From an optimization exercise on the open Yosys and OpenROAD flow, aimed at small area; shortcuts taken in it are not production practice. In this exercise RTL edits were held to simulation tests only and were not proved equivalent to the original. Power figures rest on the tool's default switching activity, not on a simulated workload.

==> flow/design.v <==
module mvm_host_ctrl #(
   parameter int k       = 8,
   parameter int b       = 8,
   parameter int timeout = 4096
) (
   input  logic                  clk,
   input  logic                  reset,
   input  logic                  cmd_valid,
   output logic                  cmd_ready,
   input  logic [1:0]            cmd_mode,
   input  logic                  in_valid,
   output logic                  in_ready,
   input  logic signed [b-1:0]   in_data,
   output logic                  loadMatrix,
   output logic                  loadVector,
   output logic                  start,
   output logic signed [b-1:0]   data_in,
   input  logic                  done,
   input  logic signed [2*b-1:0] data_out,
   output logic                  res_valid,
   input  logic                  res_ready,
   output logic signed [2*b-1:0] res_data,
   output logic                  res_last,
   output logic                  busy,
   output logic                  err
);
   localparam int NW = k*k + k;       
   localparam int TW = $clog2(timeout);
   typedef enum logic [3:0] {
      S_IDLE    = 4'd0,
      S_ERR     = 4'd1,    
      S_FILL    = 4'd2,
      S_LOAD1   = 4'd3,
      S_STREAM1 = 4'd4,
      S_LOAD2   = 4'd5,
      S_STREAM2 = 4'd6,
      S_START   = 4'd7,
      S_WAIT    = 4'd8,
      S_CAPTURE = 4'd9,
      S_DRAIN   = 4'd10
   } state_t;
   state_t           state_q, state_d;
   logic [1:0]       mode_q;
   logic [TW-1:0]    cnt_q, cnt_d;
   logic [8*NW-1:0]  ch_q;            
   logic             en;
   wire idle    = (state_q == S_IDLE) || (state_q == S_ERR);
   wire fill    = (state_q == S_FILL);
   wire stream  = (state_q == S_STREAM1) || (state_q == S_STREAM2);
   wire capture = (state_q == S_CAPTURE);
   wire drain   = (state_q == S_DRAIN);
   wire waiting = (state_q == S_WAIT);
   wire c_71   = cnt_q[6] & (&cnt_q[2:0]);
   wire c_63   = &cnt_q[5:0];
   wire c_7    = &cnt_q[2:0];
   wire c_tmo  = &cnt_q[TW-1:1];      
   wire fill_last = mode_q[1] ? (mode_q[0] ? c_7 : c_63) : c_71;
   wire first_last = mode_q[0] ? c_7 : c_63;
   always_comb begin
      state_d = state_q;
      case (state_q)
         S_IDLE, S_ERR: if (cmd_valid) state_d = S_FILL;
                        else           state_d = S_IDLE;
         S_FILL:    if (in_valid && fill_last) state_d = S_LOAD1;
         S_LOAD1:   state_d = S_STREAM1;
         S_STREAM1: if (first_last) begin
                       if (mode_q[1]) state_d = S_START;
                       else           state_d = S_LOAD2;
                    end
         S_LOAD2:   state_d = S_STREAM2;
         S_STREAM2: if (c_71) state_d = S_START;
         S_START:   state_d = S_WAIT;
         S_WAIT:    if (done) state_d = S_CAPTURE;
                    else if (c_tmo) state_d = S_ERR;
         S_CAPTURE: if (c_7) state_d = S_DRAIN;
         S_DRAIN:   if (res_ready && c_7) state_d = S_IDLE;
         default:   state_d = S_IDLE;
      endcase
   end
   wire sh_in  = (fill && in_valid) || stream;
   wire sh_res = capture || (drain && res_ready);
   assign en = sh_in || sh_res || idle || waiting || (state_q == S_START);
   wire c_clr = idle || (state_q == S_LOAD1) || (state_q == S_START) || (waiting && done);
   wire c_inc = en;
   always_comb begin
      if (c_clr) cnt_d = '0;
      else       cnt_d = cnt_q + TW'(c_inc);
   end
   always_ff @(posedge clk) begin
      if (reset) state_q <= S_IDLE;
      else       state_q <= state_d;
      cnt_q <= cnt_d;
      if (idle) mode_q <= cmd_mode;
   end
   wire hold = (state_q == S_LOAD1) || (state_q == S_LOAD2)
               || (fill && !in_valid) || (drain && !res_ready);
   logic pol_q;
   always_ff @(posedge clk) begin
      if (reset) pol_q <= 1'b0;
      else       pol_q <= !pol_q;
   end
   wire [7:0] pol8  = {8{pol_q}};
   wire [7:0] in_p  = in_data ^ pol8;
   wire [7:0] lo_p  = data_out[7:0] ^ pol8;
   wire [7:0] hi_p  = data_out[15:8] ^ pol8;
   always_ff @(posedge clk) begin
      ch_q[7:0]                <= ~(({8{sh_in}} & in_p)
                                  | ({8{sh_res}} & lo_p)
                                  | ({8{hold}} & ch_q[7:0]));
      ch_q[8*k-1:8]            <= ~((ch_q[8*k-9:0] | {8*(k-1){hold}})
                                  & (ch_q[8*k-1:8] | {8*(k-1){en}}));
      ch_q[8*k +: 8]           <= ~(({8{sh_in}} & ch_q[8*(k-1) +: 8])
                                  | ({8{sh_res}} & hi_p)
                                  | ({8{hold}} & ch_q[8*k +: 8]));
      ch_q[8*NW-1:8*(k+1)]     <= ~((ch_q[8*NW-9:8*k] | {8*(NW-k-1){hold}})
                                  & (ch_q[8*NW-1:8*(k+1)] | {8*(NW-k-1){en}}));
   end
   wire t_all = stream && !mode_q[1];
   wire t_mat = stream && (mode_q == 2'd2);
   wire t_vec = stream && (mode_q == 2'd3);
   assign cmd_ready  = idle;
   assign busy       = !idle;
   assign in_ready   = fill;
   assign err        = (state_q == S_ERR);
   assign start      = (state_q == S_START);
   assign loadMatrix = ((state_q == S_LOAD1) && !mode_q[0]) || ((state_q == S_LOAD2) &&  mode_q[0]);
   assign loadVector = ((state_q == S_LOAD1) &&  mode_q[0]) || ((state_q == S_LOAD2) && !mode_q[0]);
   assign data_in    = (({8{t_all}} & ch_q[8*(NW-1) +: 8])
                      | ({8{t_mat}} & ch_q[8*(k*k-1) +: 8])
                      | ({8{t_vec}} & ch_q[8*(k-1) +: 8])) ^ {8{stream && pol_q}};
   assign res_valid  = drain;
   assign res_data   = {ch_q[8*(2*k-1) +: 8], ch_q[8*(k-1) +: 8]} ^ {2{pol8}};
   assign res_last   = drain && c_7;
endmodule
==> flow/config.mk <==
export PLATFORM = sky130hd
export DESIGN_NAME = mvm_host_ctrl
export DESIGN_NICKNAME = mvm_host_ctrl
export VERILOG_FILES = /design/flow/design.v
export SDC_FILE = /design/flow/constraint.sdc
export NUM_CORES = 4
export LEC_CHECK = 0
export CAP_MARGIN = 20
export CORE_MARGIN = 2
export CORE_UTILIZATION = 85
export SLEW_MARGIN = 20
==> flow/constraint.sdc <==
create_clock -name core_clock -period 5.0 [get_ports {clk}]
set_input_delay 1.0000 -clock core_clock [delete_from_list [all_inputs] [get_ports {clk}]]
set_output_delay 1.0000 -clock core_clock [all_outputs]
set_load 0.01 [all_outputs]
standard.sh (not shown) runs the stock make flow with config.mk's settings and CLKGATE_MAP_FILE= SYNTH_SCRIPT=/design/flow/synth_recipe.tcl, a recipe that flattens the netlist after the stock synthesis.
==> flow/flow/run.sh <==
#!/bin/bash
# The standard layout, with two changes: the ports get the smallest buffer
# (sky130 buf_1) instead of the one buffer_ports picks by default, and clock
# tree synthesis inserts no dummy loads. Every other step is the standard flow's own.
set -euo pipefail
cd "$(dirname "$0")/.."
bash standard.sh \
  "BUFFER_PORTS_ARGS=-buffer_cell sky130_fd_sc_hd__buf_1" \
  "CTS_ARGS=-sink_clustering_enable -repair_clock_nets -dont_use_dummy_load -buf_list sky130_fd_sc_hd__clkbuf_4 -sink_clustering_size 12 -sink_clustering_max_diameter 30" \
  finish > standard.log 2>&1
Edit:
--- a/flow/design.v
+++ b/flow/design.v
@@ -76,59 +76,50 @@
          S_DRAIN:   if (res_ready && c_7) state_d = S_IDLE;
          default:   state_d = S_IDLE;
       endcase
    end
    wire sh_in  = (fill && in_valid) || stream;
    wire sh_res = capture || (drain && res_ready);
-   assign en = sh_in || sh_res || idle || waiting || (state_q == S_START);
+   assign en = sh_in || sh_res;
    wire c_clr = idle || (state_q == S_LOAD1) || (state_q == S_START) || (waiting && done);
-   wire c_inc = en;
+   wire c_inc = en || waiting;
    always_comb begin
       if (c_clr) cnt_d = '0;
       else       cnt_d = cnt_q + TW'(c_inc);
    end
    always_ff @(posedge clk) begin
       if (reset) state_q <= S_IDLE;
       else       state_q <= state_d;
       cnt_q <= cnt_d;
       if (idle) mode_q <= cmd_mode;
    end
-   wire hold = (state_q == S_LOAD1) || (state_q == S_LOAD2)
+   wire hold = idle || (state_q == S_LOAD1) || (state_q == S_LOAD2) || (state_q == S_START) || waiting
                || (fill && !in_valid) || (drain && !res_ready);
-   logic pol_q;
    always_ff @(posedge clk) begin
-      if (reset) pol_q <= 1'b0;
-      else       pol_q <= !pol_q;
-   end
-   wire [7:0] pol8  = {8{pol_q}};
-   wire [7:0] in_p  = in_data ^ pol8;
-   wire [7:0] lo_p  = data_out[7:0] ^ pol8;
-   wire [7:0] hi_p  = data_out[15:8] ^ pol8;
-   always_ff @(posedge clk) begin
-      ch_q[7:0]                <= ~(({8{sh_in}} & in_p)
-                                  | ({8{sh_res}} & lo_p)
-                                  | ({8{hold}} & ch_q[7:0]));
-      ch_q[8*k-1:8]            <= ~((ch_q[8*k-9:0] | {8*(k-1){hold}})
-                                  & (ch_q[8*k-1:8] | {8*(k-1){en}}));
-      ch_q[8*k +: 8]           <= ~(({8{sh_in}} & ch_q[8*(k-1) +: 8])
-                                  | ({8{sh_res}} & hi_p)
-                                  | ({8{hold}} & ch_q[8*k +: 8]));
-      ch_q[8*NW-1:8*(k+1)]     <= ~((ch_q[8*NW-9:8*k] | {8*(NW-k-1){hold}})
-                                  & (ch_q[8*NW-1:8*(k+1)] | {8*(NW-k-1){en}}));
+      ch_q[7:0]                <= ({8{sh_in}} & in_data)
+                                | ({8{sh_res}} & data_out[7:0])
+                                | ({8{hold}} & ch_q[7:0]);
+      ch_q[8*k-1:8]            <= ({8*(k-1){en}} & ch_q[8*k-9:0])
+                                | ({8*(k-1){hold}} & ch_q[8*k-1:8]);
+      ch_q[8*k +: 8]           <= ({8{sh_in}} & ch_q[8*(k-1) +: 8])
+                                | ({8{sh_res}} & data_out[15:8])
+                                | ({8{hold}} & ch_q[8*k +: 8]);
+      ch_q[8*NW-1:8*(k+1)]     <= ({8*(NW-k-1){en}} & ch_q[8*NW-9:8*k])
+                                | ({8*(NW-k-1){hold}} & ch_q[8*NW-1:8*(k+1)]);
    end
    wire t_all = stream && !mode_q[1];
    wire t_mat = stream && (mode_q == 2'd2);
    wire t_vec = stream && (mode_q == 2'd3);
    assign cmd_ready  = idle;
    assign busy       = !idle;
    assign in_ready   = fill;
    assign err        = (state_q == S_ERR);
    assign start      = (state_q == S_START);
    assign loadMatrix = ((state_q == S_LOAD1) && !mode_q[0]) || ((state_q == S_LOAD2) &&  mode_q[0]);
    assign loadVector = ((state_q == S_LOAD1) &&  mode_q[0]) || ((state_q == S_LOAD2) && !mode_q[0]);
-   assign data_in    = (({8{t_all}} & ch_q[8*(NW-1) +: 8])
-                      | ({8{t_mat}} & ch_q[8*(k*k-1) +: 8])
-                      | ({8{t_vec}} & ch_q[8*(k-1) +: 8])) ^ {8{stream && pol_q}};
+   assign data_in    = ({8{t_all}} & ch_q[8*(NW-1) +: 8])
+                     | ({8{t_mat}} & ch_q[8*(k*k-1) +: 8])
+                     | ({8{t_vec}} & ch_q[8*(k-1) +: 8]);
    assign res_valid  = drain;
-   assign res_data   = {ch_q[8*(2*k-1) +: 8], ch_q[8*(k-1) +: 8]} ^ {2{pol8}};
+   assign res_data   = {ch_q[8*(2*k-1) +: 8], ch_q[8*(k-1) +: 8]};
    assign res_last   = drain && c_7;
 endmodule
Register-to-register slack loses 0.08 ns.
Count of clock-buffer cells in the layout rose by 5.
Die area rose by 5.0%.
Power fell by 25%.
Non-clock buffer count rose by 2.
Routed wire length rose by 4.0%.
Maximum frequency fell by 6.8%.
Core utilization rose by 1.0 points.
Clock skew rose by 0.0042 ns.
Worst setup slack loses 0.24 ns.
Worst hold slack gains 0.020 ns.
Global-route usage fell by 0.39 points.
First-iteration DRC count rose by 31%.
Clock power rose by about 3%.

-- port drivers added, routing unchanged --
No port has a modelled driver above. Below, the same layouts with a new extraction and two added sets of constraints.
Step 1 (the two cells are an assumption about what drives the block):
set clk [get_ports {clk}]
set_driving_cell -lib_cell sky130_fd_sc_hd__clkbuf_16 $clk
set_driving_cell -lib_cell sky130_fd_sc_hd__buf_2 [delete_from_list [all_inputs] $clk]
Step 2 adds t to the input delays and takes it off the output delays; t is the mean of the earliest and latest rising clock arrival at the registers after step 1. Input paths then give back, and output paths get back, about the clock's delay inside the block.
Slacks: ideal / step 1 / step 2; pairs: ideal / step 1.
run	t (ns)	slack for setup (ns)	worst setup path after step 2	latest minus earliest clock arrival (ns)	worst slew at a driven data input, ns
the first run	0.703	1.778 / 1.735 / 1.727	input to register	0.104 / 0.104	0.05
the second run	0.694	1.542 / 1.495 / 1.629	input to register	0.108 / 0.108	0.03
After both steps setup and hold are still met in every run listed. For the first run, which loses most, drivers alone change the setup slack by -0.043 ns; drivers and shift together by -0.051 ns.
